This design comes from an exercise in tuning for small area, a short achievable clock period and few clock cycles per item on the open sky130 flow, not from production work.
In this exercise RTL edits were held to simulation tests only and were not proved equivalent to the original.

[design/flow/design.v]
`default_nettype none
package ec_pkg;
	localparam int num_regs = 8;  
	localparam int rom_depth = 65;  
	typedef logic [2:0] reg_idx_t;
	typedef logic [6:0] pc_t;
	localparam reg_idx_t reg_px = 3'd0;  
	localparam reg_idx_t reg_py = 3'd1;  
	localparam reg_idx_t reg_qx = 3'd2;
	localparam reg_idx_t reg_qy = 3'd3;
	localparam reg_idx_t reg_t4 = 3'd4;  
	localparam reg_idx_t reg_t5 = 3'd5;  
	localparam reg_idx_t reg_neg_a = 3'd6;  
	localparam reg_idx_t reg_zero = 3'd7;  
	localparam logic [1:0] cls_load = 2'b00;
	localparam logic [1:0] cls_arith = 2'b01;
	localparam logic [1:0] cls_jz = 2'b10;  
	localparam logic [1:0] cls_jnz = 2'b11;  
	typedef enum logic [2:0] {
		op_sub = 3'd0,  
		op_mul = 3'd1,
		op_inv = 3'd2,
		op_mov = 3'd3,
		op_tstz = 3'd4  
	} arith_op_t;
	typedef struct packed {
		logic [1:0] cls;
		reg_idx_t a;  
		reg_idx_t b;  
	} ld_word_t;
	typedef struct packed {
		logic [1:0] cls;
		arith_op_t op;
		reg_idx_t dest;  
	} arith_word_t;
	typedef struct packed {
		logic [1:0] cls;
		logic [5:0] offset;  
	} jump_word_t;
	typedef union packed {
		ld_word_t ld;
		arith_word_t ar;
		jump_word_t jmp;
	} instr_t;
endpackage
`default_nettype wire
`timescale 1ns/1ps
`default_nettype none
module field_inverter #(
	parameter int unsigned field_bits = 16,
	parameter logic [field_bits-1:0] modulus = 16'hfff1
) (
	input wire logic clk,
	input wire logic reset,
	input wire logic inv_start,
	input wire logic [field_bits-1:0] inv_a,
	output logic inv_done,
	output logic [field_bits-1:0] inv_result
);
	logic running;
	logic [field_bits-1:0] u, v, x1, x2;  
	logic finish;
	logic [field_bits:0] h1_t, h2_t, d12, d21;
	logic [field_bits-1:0] x1_half, x2_half, x1_sub, x2_sub;
	assign h1_t = x1[0] ? {1'b0, x1} + {1'b0, modulus} : {1'b0, x1};
	assign h2_t = x2[0] ? {1'b0, x2} + {1'b0, modulus} : {1'b0, x2};
	assign x1_half = h1_t[field_bits:1];
	assign x2_half = h2_t[field_bits:1];
	assign d12 = {1'b0, x1} - {1'b0, x2};
	assign d21 = {1'b0, x2} - {1'b0, x1};
	assign x1_sub = d12[field_bits] ? d12[field_bits-1:0] + modulus : d12[field_bits-1:0];
	assign x2_sub = d21[field_bits] ? d21[field_bits-1:0] + modulus : d21[field_bits-1:0];
	assign finish = running && (u == 1 || v == 1);
	always_ff @(posedge clk or posedge reset) begin
		if (reset) begin
			running <= 1'b0;
			inv_done <= 1'b0;
		end else begin
			inv_done <= finish;
			if (inv_start)
				running <= 1'b1;
			else if (finish)
				running <= 1'b0;
		end
	end
	always_ff @(posedge clk) begin
		if (inv_start) begin
			u <= inv_a;
			v <= modulus;
			x1 <= 1;
			x2 <= '0;
		end else if (finish)
			inv_result <= (u == 1) ? x1 : x2;
		else if (running) begin
			if (!u[0]) begin  
				u <= u >> 1;
				x1 <= x1_half;
			end else if (!v[0]) begin
				v <= v >> 1;
				x2 <= x2_half;
			end else if (u >= v) begin
				u <= u - v;
				x1 <= x1_sub;
			end else begin
				v <= v - u;
				x2 <= x2_sub;
			end
		end
	end
endmodule
`default_nettype wire
`timescale 1ns/1ps
`default_nettype none
module field_arith_unit #(
	parameter int unsigned field_bits = 16,
	parameter logic [field_bits-1:0] modulus = 16'hfff1
) (
	input wire logic clk,
	input wire logic reset,
	input wire logic ld_en,
	input wire logic [field_bits-1:0] opnd_a,
	input wire logic [field_bits-1:0] opnd_b,
	input wire ec_pkg::arith_op_t op,
	input wire logic op_start,
	output logic op_done,
	output logic [field_bits-1:0] result,
	output logic zero_flag,
	output logic inv_start,
	output logic [field_bits-1:0] inv_a,
	input wire logic inv_done,
	input wire logic [field_bits-1:0] inv_result
);
	localparam int cnt_w = $clog2(field_bits + 1);
	localparam logic [1:0] md_idle = 2'd0;
	localparam logic [1:0] md_mul = 2'd1;
	localparam logic [1:0] md_inv = 2'd2;
	logic [1:0] mode;
	logic [cnt_w-1:0] cnt;  
	logic [field_bits-1:0] lat_a, lat_b, sub_val, m_acc, m_b, dbl_red, mul_next;
	logic [field_bits:0] diff, dbl, dbl_sub, sum_w, sum_sub;
	assign diff = {1'b0, lat_a} - {1'b0, lat_b};
	assign sub_val = diff[field_bits] ? diff[field_bits-1:0] + modulus : diff[field_bits-1:0];
	assign dbl = {m_acc, 1'b0};
	assign dbl_sub = dbl - {1'b0, modulus};
	assign dbl_red = dbl_sub[field_bits] ? dbl[field_bits-1:0] : dbl_sub[field_bits-1:0];
	assign sum_w = {1'b0, dbl_red} + (m_b[field_bits-1] ? {1'b0, lat_a} : '0);
	assign sum_sub = sum_w - {1'b0, modulus};
	assign mul_next = sum_sub[field_bits] ? sum_w[field_bits-1:0] : sum_sub[field_bits-1:0];
	assign inv_a = lat_a;
	always_ff @(posedge clk or posedge reset) begin
		if (reset) begin
			mode <= md_idle;
			cnt <= '0;
			op_done <= 1'b0;
			inv_start <= 1'b0;
			zero_flag <= 1'b0;
		end else begin
			op_done <= 1'b0;
			inv_start <= 1'b0;
			if (op_start) begin
				case (op)
					ec_pkg::op_mul: begin
						mode <= md_mul;
						cnt <= cnt_w'(field_bits - 1);
					end
					ec_pkg::op_inv: begin
						mode <= md_inv;
						inv_start <= 1'b1;
					end
					ec_pkg::op_tstz: begin
						zero_flag <= (opnd_a == '0);  
						op_done <= 1'b1;
					end
					default: op_done <= 1'b1;  
				endcase
			end else if (mode == md_mul) begin
				if (cnt == '0) begin
					mode <= md_idle;
					op_done <= 1'b1;
				end else
					cnt <= cnt - 1'b1;
			end else if (mode == md_inv && inv_done) begin
				mode <= md_idle;
				op_done <= 1'b1;
			end
		end
	end
	always_ff @(posedge clk) begin
		if (ld_en) begin
			lat_a <= opnd_a;
			lat_b <= opnd_b;
		end else if (op_start) begin
			case (op)
				ec_pkg::op_sub: begin
					result <= sub_val;
					lat_a <= sub_val;
				end
				ec_pkg::op_mov: result <= lat_a;
				ec_pkg::op_mul: begin
					m_acc <= '0;
					m_b <= lat_b;
				end
				default: ;
			endcase
		end else if (mode == md_mul) begin
			m_acc <= mul_next;
			m_b <= m_b << 1;
			if (cnt == '0) begin
				result <= mul_next;
				lat_a <= mul_next;
			end
		end else if (mode == md_inv && inv_done) begin
			result <= inv_result;
			lat_a <= inv_result;
		end
	end
endmodule
`default_nettype wire
`timescale 1ns/1ps
`default_nettype none
module field_reg_file #(
	parameter int unsigned field_bits = 16,
	parameter logic [field_bits-1:0] modulus = 16'hfff1,
	parameter int unsigned curve_a = 2
) (
	input wire logic clk,
	input wire logic reset,
	input wire logic load,
	input wire logic [field_bits-1:0] acc_x,
	input wire logic [field_bits-1:0] acc_y,
	input wire logic acc_inf,
	input wire logic [field_bits-1:0] q_x,
	input wire logic [field_bits-1:0] q_y,
	input wire logic q_inf,
	input wire ec_pkg::reg_idx_t rd_a,
	input wire ec_pkg::reg_idx_t rd_b,
	output logic [field_bits-1:0] rd_data_a,
	output logic [field_bits-1:0] rd_data_b,
	input wire logic wr_en,
	input wire ec_pkg::reg_idx_t wr_idx,
	input wire logic [field_bits-1:0] wr_data,
	output logic [field_bits-1:0] sum_x,
	output logic [field_bits-1:0] sum_y
);
	localparam logic [field_bits-1:0] a_red = field_bits'(curve_a % modulus);
	localparam logic [field_bits-1:0] neg_a = (a_red == '0) ? '0 : modulus - a_red;
	localparam int num_wr = ec_pkg::num_regs - 2;  
	logic [field_bits-1:0] regs [num_wr];  
	assign rd_data_a = (rd_a == ec_pkg::reg_neg_a) ? neg_a :
		(rd_a == ec_pkg::reg_zero) ? '0 : regs[rd_a];
	assign rd_data_b = (rd_b == ec_pkg::reg_neg_a) ? neg_a :
		(rd_b == ec_pkg::reg_zero) ? '0 : regs[rd_b];
	assign sum_x = regs[ec_pkg::reg_px];  
	assign sum_y = regs[ec_pkg::reg_py];
	always_ff @(posedge clk) begin
		if (load) begin
			regs[ec_pkg::reg_px] <= acc_x;
			regs[ec_pkg::reg_py] <= acc_y;
			regs[ec_pkg::reg_qx] <= q_x;
			regs[ec_pkg::reg_qy] <= q_y;
			regs[ec_pkg::reg_t4] <= field_bits'(acc_inf);  
			regs[ec_pkg::reg_t5] <= field_bits'(q_inf);
		end else if (wr_en)
			regs[wr_idx] <= wr_data;
	end
endmodule
`default_nettype wire
`timescale 1ns/1ps
`default_nettype none
module point_add_microcode (
	input wire ec_pkg::pc_t pc,
	output ec_pkg::instr_t instr
);
	always_comb begin
		case (pc)
			7'd0: instr = 8'b01100100;  
			7'd1: instr = 8'b10001001;  
			7'd2: instr = 8'b01100101;  
			7'd3: instr = 8'b11000110;  
			7'd4: instr = 8'b00010000;  
			7'd5: instr = 8'b01011000;  
			7'd6: instr = 8'b00011000;  
			7'd7: instr = 8'b01011001;  
			7'd8: instr = 8'b11000000;  
			7'd9: instr = 8'b10000000;  
			7'd10: instr = 8'b01100101;  
			7'd11: instr = 8'b10000010;  
			7'd12: instr = 8'b11000000;  
			7'd13: instr = 8'b00000010;  
			7'd14: instr = 8'b01000100;  
			7'd15: instr = 8'b01100100;  
			7'd16: instr = 8'b10001000;  
			7'd17: instr = 8'b00100000;  
			7'd18: instr = 8'b01010100;  
			7'd19: instr = 8'b00001011;  
			7'd20: instr = 8'b01000101;  
			7'd21: instr = 8'b00100101;  
			7'd22: instr = 8'b01001100;  
			7'd23: instr = 8'b11011001;  
			7'd24: instr = 8'b00001011;  
			7'd25: instr = 8'b01000100;  
			7'd26: instr = 8'b01100100;  
			7'd27: instr = 8'b10000010;  
			7'd28: instr = 8'b10000000;  
			7'd29: instr = 8'b00111011;  
			7'd30: instr = 8'b01000100;  
			7'd31: instr = 8'b00011100;  
			7'd32: instr = 8'b01000011;  
			7'd33: instr = 8'b01100011;  
			7'd34: instr = 8'b11000010;  
			7'd35: instr = 8'b10000000;  
			7'd36: instr = 8'b01010011;  
			7'd37: instr = 8'b00010010;  
			7'd38: instr = 8'b01001101;  
			7'd39: instr = 8'b00111101;  
			7'd40: instr = 8'b01000100;  
			7'd41: instr = 8'b00101100;  
			7'd42: instr = 8'b01000101;  
			7'd43: instr = 8'b01000101;  
			7'd44: instr = 8'b00101110;  
			7'd45: instr = 8'b01000100;  
			7'd46: instr = 8'b00011100;  
			7'd47: instr = 8'b01001100;  
			7'd48: instr = 8'b00100100;  
			7'd49: instr = 8'b01001101;  
			7'd50: instr = 8'b00101000;  
			7'd51: instr = 8'b01000101;  
			7'd52: instr = 8'b00101010;  
			7'd53: instr = 8'b01000010;  
			7'd54: instr = 8'b00010000;  
			7'd55: instr = 8'b01000011;  
			7'd56: instr = 8'b00011100;  
			7'd57: instr = 8'b01001011;  
			7'd58: instr = 8'b00111001;  
			7'd59: instr = 8'b01000001;  
			7'd60: instr = 8'b00001011;  
			7'd61: instr = 8'b01000001;  
			7'd62: instr = 8'b00010000;  
			7'd63: instr = 8'b01011000;  
			7'd64: instr = 8'b11000000;  
			default: instr = 8'b10000000;  
		endcase
	end
endmodule
`default_nettype wire
`timescale 1ns/1ps
`default_nettype none
module point_add_sequencer (
	input wire logic clk,
	input wire logic reset,
	input wire logic add_start,
	output logic add_done,
	output logic add_ok,
	output ec_pkg::pc_t pc,
	input wire ec_pkg::instr_t instr,
	output ec_pkg::reg_idx_t rd_a,
	output ec_pkg::reg_idx_t rd_b,
	output logic wr_en,
	output ec_pkg::reg_idx_t wr_idx,
	output logic ld_en,
	output ec_pkg::arith_op_t op,
	output logic op_start,
	input wire logic op_done,
	input wire logic zero_flag
);
	localparam logic [1:0] st_idle = 2'd0;
	localparam logic [1:0] st_run = 2'd1;  
	localparam logic [1:0] st_wait = 2'd2;  
	logic [1:0] state;
	logic running, waiting, is_load, is_arith, is_term, take_jump;
	assign running = (state == st_run);
	assign waiting = (state == st_wait);
	assign is_load = (instr.ld.cls == ec_pkg::cls_load);
	assign is_arith = (instr.ar.cls == ec_pkg::cls_arith);
	assign is_term = (instr.jmp.offset == 6'd0);  
	assign take_jump = (instr.jmp.cls == ec_pkg::cls_jz) ? zero_flag : !zero_flag;
	assign rd_a = is_load ? instr.ld.a : instr.ar.dest;
	assign rd_b = instr.ld.b;  
	assign ld_en = running && is_load;
	assign op = instr.ar.op;
	assign op_start = running && is_arith;
	assign wr_idx = instr.ar.dest;  
	assign wr_en = waiting && op_done && (instr.ar.op != ec_pkg::op_tstz);
	always_ff @(posedge clk or posedge reset) begin
		if (reset) begin
			state <= st_idle;
			pc <= '0;
			add_done <= 1'b0;
			add_ok <= 1'b0;
		end else begin
			add_done <= 1'b0;
			case (state)
				st_idle: if (add_start) begin
					pc <= '0;
					state <= st_run;
				end
				st_run: begin
					if (is_load)
						pc <= pc + 1'b1;
					else if (is_arith)
						state <= st_wait;
					else if (is_term) begin
						add_done <= 1'b1;
						add_ok <= (instr.jmp.cls == ec_pkg::cls_jnz);  
						state <= st_idle;
					end else if (take_jump)
						pc <= pc + instr.jmp.offset;
					else
						pc <= pc + 1'b1;
				end
				st_wait: if (op_done) begin
					pc <= pc + 1'b1;
					state <= st_run;
				end
				default: state <= st_idle;
			endcase
		end
	end
endmodule
`default_nettype wire
`timescale 1ns/1ps
`default_nettype none
module scalar_mul_loop #(
	parameter int unsigned field_bits = 16,
	parameter int unsigned scalar_bits = 8
) (
	input wire logic clk,
	input wire logic reset,
	input wire logic start,
	input wire logic [scalar_bits-1:0] k,
	input wire logic [field_bits-1:0] p_x,
	input wire logic [field_bits-1:0] p_y,
	input wire logic p_inf,
	output logic busy,
	output logic done,
	output logic [field_bits-1:0] r_x,
	output logic [field_bits-1:0] r_y,
	output logic r_inf,
	output logic add_start,
	output logic [field_bits-1:0] acc_x,
	output logic [field_bits-1:0] acc_y,
	output logic acc_inf,
	output logic [field_bits-1:0] q_x,
	output logic [field_bits-1:0] q_y,
	output logic q_inf,
	input wire logic add_done,
	input wire logic add_ok,
	input wire logic [field_bits-1:0] sum_x,
	input wire logic [field_bits-1:0] sum_y
);
	localparam int idx_w = (scalar_bits > 1) ? $clog2(scalar_bits) : 1;
	logic [scalar_bits-1:0] k_q;  
	logic [field_bits-1:0] px_q, py_q;
	logic pinf_q;
	logic [idx_w-1:0] idx;  
	logic phase_add;  
	logic pending;  
	assign q_x = phase_add ? px_q : acc_x;
	assign q_y = phase_add ? py_q : acc_y;
	assign q_inf = phase_add ? (pinf_q | ~k_q[idx]) : acc_inf;
	assign r_x = acc_x;  
	assign r_y = acc_y;
	assign r_inf = acc_inf;
	always_ff @(posedge clk or posedge reset) begin
		if (reset) begin
			busy <= 1'b0;
			done <= 1'b0;
			add_start <= 1'b0;
			acc_inf <= 1'b1;
			phase_add <= 1'b0;
			idx <= '0;
			pending <= 1'b0;
		end else begin
			done <= 1'b0;
			add_start <= 1'b0;
			if (add_start)
				pending <= 1'b1;
			if (start && !busy) begin
				busy <= 1'b1;
				acc_inf <= 1'b1;  
				idx <= idx_w'(scalar_bits - 1);
				phase_add <= 1'b0;
				add_start <= 1'b1;
			end else if (add_done) begin
				pending <= 1'b0;
				acc_inf <= ~add_ok;  
				if (!phase_add) begin
					phase_add <= 1'b1;
					add_start <= 1'b1;
				end else if (idx == '0) begin
					busy <= 1'b0;  
					done <= 1'b1;
				end else begin
					idx <= idx - 1'b1;
					phase_add <= 1'b0;
					add_start <= 1'b1;
				end
			end
		end
	end
	always_ff @(posedge clk) begin
		if (start && !busy) begin
			k_q <= k;
			px_q <= p_x;
			py_q <= p_y;
			pinf_q <= p_inf;
		end else if (add_done) begin
			acc_x <= sum_x;
			acc_y <= sum_y;
		end
	end
endmodule
`default_nettype wire
`timescale 1ns/1ps
`default_nettype none
module ec_scalar_mul #(
	parameter int unsigned field_bits = 16,
	parameter logic [field_bits-1:0] modulus = 16'hfff1,  
	parameter int unsigned curve_a = 2,
	parameter int unsigned scalar_bits = 8
) (
	input wire logic clk,
	input wire logic reset,
	input wire logic start,
	input wire logic [scalar_bits-1:0] k,
	input wire logic [field_bits-1:0] p_x,
	input wire logic [field_bits-1:0] p_y,
	input wire logic p_inf,
	output logic busy,
	output logic done,
	output logic [field_bits-1:0] r_x,
	output logic [field_bits-1:0] r_y,
	output logic r_inf
);
	logic add_start, add_done, add_ok, acc_inf, q_inf;
	logic [field_bits-1:0] acc_x, acc_y, q_x, q_y, sum_x, sum_y;
	ec_pkg::pc_t pc;
	ec_pkg::instr_t instr;
	ec_pkg::reg_idx_t rd_a, rd_b, wr_idx;
	logic wr_en, ld_en, op_start, op_done, zero_flag;
	ec_pkg::arith_op_t op;
	logic [field_bits-1:0] rd_data_a, rd_data_b, result;
	logic inv_start, inv_done;
	logic [field_bits-1:0] inv_a, inv_result;
	scalar_mul_loop #(.field_bits(field_bits), .scalar_bits(scalar_bits)) u_loop (
		.clk(clk), .reset(reset), .start(start), .k(k), .p_x(p_x), .p_y(p_y),
		.p_inf(p_inf), .busy(busy), .done(done), .r_x(r_x), .r_y(r_y), .r_inf(r_inf),
		.add_start(add_start), .acc_x(acc_x), .acc_y(acc_y), .acc_inf(acc_inf),
		.q_x(q_x), .q_y(q_y), .q_inf(q_inf), .add_done(add_done), .add_ok(add_ok),
		.sum_x(sum_x), .sum_y(sum_y));
	point_add_sequencer u_seq (
		.clk(clk), .reset(reset), .add_start(add_start), .add_done(add_done),
		.add_ok(add_ok), .pc(pc), .instr(instr), .rd_a(rd_a), .rd_b(rd_b),
		.wr_en(wr_en), .wr_idx(wr_idx), .ld_en(ld_en), .op(op), .op_start(op_start),
		.op_done(op_done), .zero_flag(zero_flag));
	point_add_microcode u_rom (.pc(pc), .instr(instr));
	field_reg_file #(.field_bits(field_bits), .modulus(modulus), .curve_a(curve_a)) u_regs (
		.clk(clk), .reset(reset), .load(add_start), .acc_x(acc_x), .acc_y(acc_y),
		.acc_inf(acc_inf), .q_x(q_x), .q_y(q_y), .q_inf(q_inf), .rd_a(rd_a),
		.rd_b(rd_b), .rd_data_a(rd_data_a), .rd_data_b(rd_data_b), .wr_en(wr_en),
		.wr_idx(wr_idx), .wr_data(result), .sum_x(sum_x), .sum_y(sum_y));
	field_arith_unit #(.field_bits(field_bits), .modulus(modulus)) u_alu (
		.clk(clk), .reset(reset), .ld_en(ld_en), .opnd_a(rd_data_a),
		.opnd_b(rd_data_b), .op(op), .op_start(op_start), .op_done(op_done),
		.result(result), .zero_flag(zero_flag), .inv_start(inv_start), .inv_a(inv_a),
		.inv_done(inv_done), .inv_result(inv_result));
	field_inverter #(.field_bits(field_bits), .modulus(modulus)) u_inv (
		.clk(clk), .reset(reset), .inv_start(inv_start), .inv_a(inv_a),
		.inv_done(inv_done), .inv_result(inv_result));
endmodule
`default_nettype wire
[design/flow/run.sh]
#!/bin/bash
# synth_recipe.tcl (not shown) runs the flow's synth.tcl, then flattens the netlist and writes it again
# the make line also repeats each setting of config.mk as NAME=value (left out here)
make -C /OpenROAD-flow-scripts/flow DESIGN_CONFIG=/design/flow/config.mk WORK_HOME=/design/flow/orfs CLKGATE_MAP_FILE= SYNTH_SCRIPT=/design/flow/synth_recipe.tcl finish
[design/flow/config.mk]
export PLATFORM = sky130hd
export DESIGN_NAME = ec_scalar_mul
export DESIGN_NICKNAME = ec_scalar_mul
export VERILOG_FILES = /design/flow/design.v
export SDC_FILE = /design/flow/constraint.sdc
export NUM_CORES = 4
export LEC_CHECK = 0
export CAP_MARGIN = 20
export CORE_MARGIN = 2
export CORE_UTILIZATION = 40
export SLEW_MARGIN = 20
[design/flow/constraint.sdc]
create_clock -name core_clock -period 7.0 [get_ports {clk}]
set_input_delay 1.4000 -clock core_clock [delete_from_list [all_inputs] [get_ports {clk}]]
set_output_delay 1.4000 -clock core_clock [all_outputs]
set_load 0.01 [all_outputs]
==> tab_implementation.tex <==
\begin{tabular}{lr}
\hline
Metric & Value \\
\hline
\multicolumn{2}{l}{\textbf{STA}} \\
\quad Hold Fails Final Rpt & 0 \\
\quad Pins over their slew limit & 0 \\
\quad Post-Route Hold Slack & 0.499 ns \\
\quad \# setup viols final & 0 \\
\quad Fin Clk Skew & 0.0323 ns \\
\quad Setup slack after layout & 1.36 ns \\
\quad Setup repair after global routing missed its margin & no \\
\quad Portion of the clock cycle consumed by the worst path in the final layout & 0.805 \\
\quad Max frequency & 177 MHz \\
\quad Remaining max-slew budget at the tightest pin & 0.283 \\
\quad Summed negative setup slack over all endpoints & 0 ns \\
\quad Measured slew at the worst slew-check pin & 1.08 ns \\
\quad Minimum clock period after layout & 5.64 ns \\
\multicolumn{2}{l}{\textbf{Finish}} \\
\quad Layout filler cell count & 6145 \\
\quad Antenna diode count & 0 \\
\quad Share of cells above drive strength 1 & 0.0764 \\
\quad Area Growth Syn to Fin & 11.9\% \\
\quad Post-layout utilization of the core & 0.454 \\
\quad Final-stage net count & 3043 \\
\quad Final instance area & 29300 sq um \\
\quad Number of standard cells in the layout, taps in and fillers out & 3759 \\
\multicolumn{2}{l}{\textbf{CTS}} \\
\quad Clk sinks & 360 \\
\quad CTS buffer count & 44 \\
\quad Number of gates given a new drive strength after cts & 0 \\
\quad Clock tree root buffer cell & sky130\_fd\_sc\_hd\_\_clkbuf\_16 \\
\quad Setup Fix Bufs, Post-CTS & 0 \\
\quad Number of buffers between clock root and the deepest sink & 3 \\
\quad H-tree depth & 2 \\
\quad Number of hold buffers added after cts & 0 \\
\quad Clock latency of the later-clocked register in the worst-skew pair & 0.60 ns \\
\quad CTS tree & built \\
\quad Clock transition at the registers of the reported paths & 0.06 ns \\
\multicolumn{2}{l}{\textbf{Synth}} \\
\quad Post-synthesis cell count & 2864 \\
\quad Synthesized area per cell & 9.16 sq um \\
\quad Seq cells post-synth & 360 \\
\quad Main flop type after synthesis & sky130\_fd\_sc\_hd\_\_edfxtp\_1 \\
\quad Mapped Area & 26200 sq um \\
\quad Number of synthesized flops with an enable pin & 281 \\
\quad Async set-or-reset flop fraction in the synthesized netlist & 0.0861 \\
\quad Yosys warnings & 6 \\
\quad Count of different cell masters after synthesis & 112 \\
\quad Portion of the post-synthesis area used by sequential elements & 0.388 \\
\quad Net count after synthesis & 3039 \\
\multicolumn{2}{l}{\textbf{Drt}} \\
\quad First-pass DRT Iterations & 6 \\
\quad Number of DRC violations after detailed-routing iteration 0 & 2429 \\
\quad Detailed-route via count & 23001 \\
\quad Number of antenna-violating nets in the routed design & 0 \\
\quad Routed WL per cell & 22.4 um \\
\quad Residual DRC count & 0 \\
\quad Via-per-instance ratio & 6.12 \\
\quad Aggregate routed wire length & 84400 um \\
\multicolumn{2}{l}{\textbf{GRT}} \\
\quad Via count of the first global-routing pass & 21768 \\
\quad Antenna violations before repair & 1 \\
\quad GRT Total Usage & 0.244 \\
\quad Largest net degree at the start of global routing & 64 \\
\quad First-pass GRT wire length & 130000 um \\
\quad Total congestion overflow after global routing & 0 \\
\multicolumn{2}{l}{\textbf{Min path}} \\
\quad Path category of the worst min-delay check & reg2reg \\
\multicolumn{2}{l}{\textbf{Setup path}} \\
\quad Data arrival time of the worst path & 5.95 ns \\
\quad Critical Path Start Type & flip-flop \\
\quad Critical path endpoint category & flip-flop \\
\quad Startpoint-to-endpoint class of the critical path & reg2reg \\
\quad CP required & 7.31 ns \\
\quad Crit path max fanout & 20 \\
\multicolumn{2}{l}{\textbf{Floorplan}} \\
\quad Number of rows in the core area & 93 \\
\quad Chip height & 260 um \\
\quad Horiz. Die Dim & 260 um \\
\quad Area enclosed by the die boundary & 67600 sq um \\
\quad Std-Cell Core Area & 64600 sq um \\
\quad Starting Density & 0.406 \\
\quad Number of placed I/O pins & 79 \\
\multicolumn{2}{l}{\textbf{Place}} \\
\quad DP HPWL & 62800 um \\
\quad Worst setup timing slack at the placement stage & 1.45 ns \\
\quad Last weighted congestion value of the routability-driven placer & 0.946 \\
\quad DP Area & 27700 sq um \\
\quad Cell count after placement & 3676 \\
\quad Port buffer count & 78 \\
\multicolumn{2}{l}{\textbf{Flow run}} \\
\quad Max Cap Viol & 0 \\
\multicolumn{2}{l}{\textbf{Outcome}} \\
\quad Result of the run & timing/DRC/antenna clean \\
\hline
\end{tabular}
worst paths after layout:
kind	from	slack, ns	cells past startpoint	end
worst max-delay path	u_alu.m_acc[3]	1.36	20	u_alu.lat_a[2]
worst min-delay path	u_regs.regs[0][10]	0.50	0	u_loop.acc_x[10]
worst max register to register	u_alu.m_acc[3]	1.36	20	u_alu.lat_a[2]
worst min register to register	u_regs.regs[0][10]	0.50	0	u_loop.acc_x[10]
max in group asynchronous	reset	5.35	3	u_alu.inv_start
min in group asynchronous	reset	1.26	3	u_seq.add_ok
registers in the layout, indices dropped and copies added (netlist names), 2 cells and up:
register / count
u_regs.regs: 96
u_alu.lat_a: 16
u_alu.lat_b: 16
u_alu.m_acc: 16
u_alu.m_b: 16
u_alu.result: 16
u_inv.inv_result: 16
u_inv.u: 16
u_inv.v: 16
u_inv.x1: 16
u_inv.x2: 16
u_loop.acc_x: 16
u_loop.acc_y: 16
u_loop.px_q: 16
u_loop.py_q: 16
u_loop.k_q: 8
u_seq.pc: 7
u_alu.cnt: 5
u_loop.idx: 3
u_alu.mode: 2
u_seq.state: 2
logic make-up (layout without fill, tap and decap cells):
| family | count (synthesis) | in the layout | synth area share |
|---|---|---|---|
| xor+xnor | 145 | 145 | 0.0490 |
| compound gates | 866 | 866 | 0.216 |
| fa+ha+maj | 131 | 131 | 0.0645 |
| flops | 360 | 360 | 0.388 |
| mux | 153 | 153 | 0.0628 |
| simple gates | 882 | 882 | 0.169 |
| buf+inv | 327 | 367 | 0.0505 |
synthesized netlist by cell type (45+ instances only):
master	instances	area, sq um
sky130_fd_sc_hd__edfxtp_1	281	8440
sky130_fd_sc_hd__a21oi_1	239	1200
sky130_fd_sc_hd__nand2_1	217	815
sky130_fd_sc_hd__nor2_1	214	803
sky130_fd_sc_hd__o21ai_0	181	906
sky130_fd_sc_hd__inv_1	161	604
sky130_fd_sc_hd__ha_1	124	1550
sky130_fd_sc_hd__clkbuf_1	116	435
sky130_fd_sc_hd__mux2i_1	101	1010
sky130_fd_sc_hd__xnor2_1	97	850
sky130_fd_sc_hd__nand3_1	81	405
sky130_fd_sc_hd__nor3_1	75	375
sky130_fd_sc_hd__and2_1	73	457
sky130_fd_sc_hd__a211oi_1	50	375
sky130_fd_sc_hd__dfxtp_1	48	961
sky130_fd_sc_hd__xor2_1	47	412
sky130_fd_sc_hd__a21o_1	46	345
sky130_fd_sc_hd__mux2_2	45	507
placed cells by master (no fill, tap or decap), types with 22 or more instances in the layout:
cell,instances
sky130_fd_sc_hd__xor2_1,47
sky130_fd_sc_hd__clkdlybuf4s50_1,78
sky130_fd_sc_hd__xnor2_1,97
sky130_fd_sc_hd__nor4_1,30
sky130_fd_sc_hd__buf_4,38
sky130_fd_sc_hd__nor3_1,72
sky130_fd_sc_hd__dfrtp_1,28
sky130_fd_sc_hd__o211ai_1,40
sky130_fd_sc_hd__nand4_1,29
sky130_fd_sc_hd__o21ai_0,181
sky130_fd_sc_hd__a21oi_1,238
sky130_fd_sc_hd__and3_1,22
sky130_fd_sc_hd__dfxtp_1,48
sky130_fd_sc_hd__mux2i_1,99
sky130_fd_sc_hd__ha_1,124
sky130_fd_sc_hd__a211oi_1,49
sky130_fd_sc_hd__nand2_1,217
sky130_fd_sc_hd__a31oi_1,31
sky130_fd_sc_hd__mux2_2,45
sky130_fd_sc_hd__nand3_1,80
sky130_fd_sc_hd__o31ai_1,22
sky130_fd_sc_hd__and2_1,73
sky130_fd_sc_hd__a21o_1,46
sky130_fd_sc_hd__o21a_1,33
sky130_fd_sc_hd__inv_1,160
sky130_fd_sc_hd__nor2_1,212
sky130_fd_sc_hd__nand2b_1,24
sky130_fd_sc_hd__edfxtp_1,281
sky130_fd_sc_hd__clkbuf_16,45
area by class of cell:
cell class                 count  area [sq um]  share of cell area
tap                          855          1070              0.0365
multi-input combinational   2177         14800               0.504
clock buffer                  52          1160              0.0396
clock inverter                30           408              0.0139
inverter                     167           627              0.0214
sequential                   360         10200               0.347
timing repair buffer         118          1100              0.0374
critical path, cell delays in order (launching register included):
cell,delay (ns)
sky130_fd_sc_hd__edfxtp_1,0.40
sky130_fd_sc_hd__and3_1,0.23
sky130_fd_sc_hd__o311ai_0,0.15
sky130_fd_sc_hd__nor3_1,0.19
sky130_fd_sc_hd__xor2_1,0.45
sky130_fd_sc_hd__a21boi_0,0.32
sky130_fd_sc_hd__nand2_1,0.14
sky130_fd_sc_hd__nor2_1,0.13
sky130_fd_sc_hd__xor2_1,0.21
sky130_fd_sc_hd__ha_1,0.35
sky130_fd_sc_hd__a21o_1,0.24
sky130_fd_sc_hd__a21o_1,0.18
sky130_fd_sc_hd__a21oi_1,0.39
sky130_fd_sc_hd__a21oi_2,0.14
sky130_fd_sc_hd__o21a_1,0.24
sky130_fd_sc_hd__nor4_4,0.36
sky130_fd_sc_hd__a21oi_1,0.11
sky130_fd_sc_hd__buf_4,0.22
sky130_fd_sc_hd__or4_1,0.53
sky130_fd_sc_hd__a311oi_1,0.30
sky130_fd_sc_hd__a211oi_1,0.08
layer usage:
layer  track usage  wire length, um  up-vias
li1              -                -    10671
met1         0.347            37800    11213
met2         0.382            38200      941
met3        0.0351             5790      174
met4        0.0769             2590        2
met5             0               13        -
Testbench counts, summed over its fixed seeds: cycles 282,972, items 192.

==> port drivers added, routing unchanged <==
The results above use ideal ports. As a check the final layout listed here was re-extracted and re-timed, cells and wires unchanged.
Step 1 sets driving cells, clkbuf_16 on the clock port and buf_2 on the other inputs (assumed; they add their load-dependent delay and slew).
Step 2 times the ports against the registers' clock, not the clock port: input delays grow and output delays shrink by t, the midpoint of the rising clock arrivals with the driver on.
Three values: no drivers, after step 1, after step 2; two values: the first two.
t, ns: 0.647
slack for setup (ns): 1.363 / 1.363 / 1.363
worst setup path after step 2: register to register
After both steps this run still meets setup and hold. For this run, drivers alone change the setup slack by 0.000 ns; drivers and shift together by 0.000 ns.
